Source: an optimization exercise on an open RTL-to-GDS flow (aim: small area, a short achievable clock period and few clock cycles per item). Production flows keep margins and buffers that such runs may drop. Power and IR drop assume default switching activity.

==> flow/design.v (excerpt) <==
module unordered_value_table_unit #(
    parameter int DEPTH = 16
) (
    input  logic                aclk,
    input  logic                aresetn,
    input  logic                s_tvalid,
    output logic                s_tready,
    input  logic [uvt_pkg::InDataW-1:0]  s_tdata,
    output logic                m_tvalid,
    input  logic                m_tready,
    output logic [uvt_pkg::OutDataW-1:0] m_tdata
);
For scale: roughly 2200 cells after synthesis, ~630 flip-flops, ~62 I/O pins.
==> flow/config.mk <==
export PLATFORM = sky130hd
export DESIGN_NAME = unordered_value_table_unit
export DESIGN_NICKNAME = unordered_value_table_unit
export VERILOG_FILES = /design/flow/design.v
export SDC_FILE = /design/flow/constraint.sdc
export NUM_CORES = 4
export LEC_CHECK = 0
export CAP_MARGIN = 20
export CORE_MARGIN = 2
export CORE_UTILIZATION = 40
export PLACE_DENSITY = 0.6
export SETUP_SLACK_MARGIN = 2.3
export SLEW_MARGIN = 20
==> flow/constraint.sdc <==
create_clock -name core_clock -period 5.0 [get_ports {aclk}]
set_input_delay 1.0000 -clock core_clock [delete_from_list [all_inputs] [get_ports {aclk}]]
set_output_delay 1.0000 -clock core_clock [all_outputs]
set_load 0.01 [all_outputs]
standard.sh (not shown) runs the stock make flow with config.mk's settings and CLKGATE_MAP_FILE= SYNTH_SCRIPT=/design/flow/synth_recipe.tcl, a recipe that flattens the netlist after the stock synthesis.
==> flow/flow/run.sh <==
#!/bin/bash
# Standard layout with three changes: ports are buffered by a plain buffer
# instead of the default pick, the resizer may change a cell's footprint in
# every stage (the platform limits it to same-footprint swaps before global
# routing), and wire parasitic estimates are raised 20% (setRC_scaled.tcl).
set -euo pipefail
here=$(pwd)
export BUFFER_PORTS_ARGS="-buffer_cell sky130_fd_sc_hd__buf_4"
export LAYER_PARASITICS_FILE="$here/flow/setRC_scaled.tcl"
sed 's/CLKGATE_MAP_FILE= /CLKGATE_MAP_FILE= MATCH_CELL_FOOTPRINT=0 /' standard.sh > standard_fp.sh
cp standard_fp.sh standard_fp.sh.log
bash standard_fp.sh > standard.log 2>&1
==> flow/flow/setRC_scaled.tcl <==
# The platform's layer parasitics with wire capacitance and resistance
# raised 20%, so that placement, clock tree and repair see wires closer
# to what extraction finds after detailed routing.
# correlateRC.py gcd,ibex,aes,jpeg,chameleon,riscv32i,chameleon_hier
# cap units pf/um
set_layer_rc -layer li1 -capacitance 1.798800e-04 -resistance 8.611200e-02
set_layer_rc -layer met1 -capacitance 2.068500e-04 -resistance 1.071480e-03
set_layer_rc -layer met2 -capacitance 1.634796e-04 -resistance 1.071480e-03
set_layer_rc -layer met3 -capacitance 2.579544e-04 -resistance 1.880400e-04
set_layer_rc -layer met4 -capacitance 1.777536e-04 -resistance 1.880400e-04
set_layer_rc -layer met5 -capacitance 1.849044e-04 -resistance 2.137200e-05
# end correlate

set_layer_rc -via mcon -resistance 9.249146E-3
set_layer_rc -via via -resistance 4.5E-3
set_layer_rc -via via2 -resistance 3.368786E-3
set_layer_rc -via via3 -resistance 0.376635E-3
set_layer_rc -via via4 -resistance 0.00580E-3

set_wire_rc -signal -layer met1
set_wire_rc -clock -layer met3
Next try:
==> flow/flow/run.sh (replaced) <==
#!/bin/bash
# Standard layout with two changes: ports are buffered by a plain buffer
# instead of the default pick, and the resizer may change a cell's footprint
# in every stage (the platform limits it to same-footprint swaps before
# global routing).
set -euo pipefail
export BUFFER_PORTS_ARGS="-buffer_cell sky130_fd_sc_hd__buf_4"
sed 's/CLKGATE_MAP_FILE= /CLKGATE_MAP_FILE= MATCH_CELL_FOOTPRINT=0 /' standard.sh > standard_fp.sh
cp standard_fp.sh standard_fp.sh.log
bash standard_fp.sh > standard.log 2>&1
- SETUP_SLACK_MARGIN: 2.3 -> 2.4
removed: flow/flow/setRC_scaled.tcl
=> Critical path depth grows by 1. Maximum frequency grows by 4.6%. Die area is unchanged. Setup slack gets better by 0.13 ns. Core utilization shrinks by 1.4 points.
Next try:
- CTS_BUF_LIST: not set -> sky130_fd_sc_hd__clkbuf_16
- CTS_CLUSTER_DIAMETER: not set -> 80
- CTS_CLUSTER_SIZE: not set -> 30
- SETUP_SLACK_MARGIN: 2.4 -> 2.3
Result:
- The changed run ran to the end with no violations
- power goes down by about a fifth
- via count is lower by a few percent
- fmax goes down slightly
- combinational power went down by a few percent
- sequential cell count does not change
- wire length came out lower by a few percent
- final area shrinks by a few percent
Next try:
- CTS_BUF_LIST: sky130_fd_sc_hd__clkbuf_16 -> not set
- CTS_CLUSTER_DIAMETER: 80 -> not set
- CTS_CLUSTER_SIZE: 30 -> not set
Outcome: Synthesized cell count is unchanged; design area rose by 2.7%; clock power is higher by 50%; synthesized area stays the same; global-route usage hardly moves; sequential cell count stays the same; count of clock-buffer cells in the layout is higher by 61; via count came out higher by 0.65%; non-clock buffer count went down by 6; worst hold slack degrades by 0.0050 ns.
Function was not checked in any run of this note: the RTL went through the layout flow alone.

unordered_value_table_unit, a different RTL version from the one above (not shown whole).
Size: ~640 flip-flops, roughly 31000 um2 of cells after synthesis.
clock: 5.0 ns
lec_check: 0
cap_margin: 20
core_margin: 2
core_utilization: 40
place_density: 0.6
setup_slack_margin: 2.3
slew_margin: 20
==> flow/flow/run.sh <==
#!/bin/bash
# Standard layout with two changes: ports are buffered by a plain buffer
# instead of the default pick, and the resizer may change a cell's footprint
# in every stage (the platform limits it to same-footprint swaps before
# global routing).
set -euo pipefail
export BUFFER_PORTS_ARGS="-buffer_cell sky130_fd_sc_hd__buf_4"
sed 's/CLKGATE_MAP_FILE= /CLKGATE_MAP_FILE= MATCH_CELL_FOOTPRINT=0 /' standard.sh > standard_fp.sh
cp standard_fp.sh standard_fp.sh.log
bash standard_fp.sh > standard.log 2>&1
The first run finished with timing, DRC and antenna clean.
Edit:
==> flow/flow/run.sh (replaced) <==
#!/bin/bash
# Standard layout, but with ports buffered by a plain buffer instead of the
# default pick.
set -euo pipefail
export BUFFER_PORTS_ARGS="-buffer_cell sky130_fd_sc_hd__buf_4"
cp standard.sh standard_copy.sh.log
bash standard.sh > standard.log 2>&1
Settings changed: CTS_BUF_LIST set to sky130_fd_sc_hd__clkbuf_8, CTS_CLUSTER_DIAMETER set to 50, CTS_CLUSTER_SIZE set to 16.
After rerunning:
- The new run completed with no timing, DRC or antenna violations
- global-route usage goes up by 0.53 points
- clock-buffer cell count goes down by 27
- cell area goes down by 1.1%
- clock skew goes up by 0.057 ns
- power goes down by 7.6%
- synthesized cell count does not change
- hold slack is worse by 0.039 ns
- utilization goes down by 0.54 points
Edit:
Settings changed: CTS_BUF_LIST sky130_fd_sc_hd__clkbuf_8 to unset, CTS_CLUSTER_DIAMETER 50 to unset, CTS_CLUSTER_SIZE 16 to unset.
=> The changed run finished clean. Worst hold slack improved by 0.038 ns. Via count grows by about 1.7%. Global-route usage is about the same. Combinational power grows by about 2%. Sequential power stays flat. Total power grows by about 9%.
No run of this note included a check of the RTL's function; only the layout flow was run.

afterwards: timing with drivers on the ports:
Ports are ideal in the flow. The routed layouts listed here were re-timed in OpenROAD. Step 1 assumes that a clkbuf_16 drives the clock port and a buf_2 every other input. Step 2 also shifts input and output timing later by t, the mid clock arrival at the registers, as if the neighbouring blocks saw the same clock. Slacks: ideal / step 1 / step 2; pairs: ideal / step 1.
run | t (ns) | setup slack, ns | hold slack, ns | worst register clock-pin slew, ns
the first run of note 1 | 0.718 | 1.959 / 1.959 / 1.320 | 0.506 / 0.488 / 0.506 | 0.06 / 0.06
the second run of note 1 | 0.696 | 2.093 / 2.093 / 1.528 | 0.502 / 0.502 / 0.502 | 0.07 / 0.07
the third run of note 1 | 0.661 | 2.061 / 2.061 / 1.412 | 0.534 / 0.534 / 0.534 | 0.12 / 0.12
the fourth run of note 1 | 0.690 | 2.145 / 2.125 / 1.436 | 0.530 / 0.499 / 0.530 | 0.06 / 0.06
the first run of note 2 | 0.710 | 1.925 / 1.925 / 1.326 | 0.496 / 0.496 / 0.496 | 0.07 / 0.07
the second run of note 2 | 0.794 | 1.847 / 1.847 / 1.402 | 0.457 / 0.424 / 0.499 | 0.11 / 0.11
the third run of note 2 | 0.720 | 1.829 / 1.829 / 1.377 | 0.495 / 0.495 / 0.495 | 0.07 / 0.07
After both steps setup and hold are still met in every run listed. For the fourth run of note 1, which loses most, drivers alone change the setup slack by -0.020 ns; drivers and shift together by -0.709 ns.
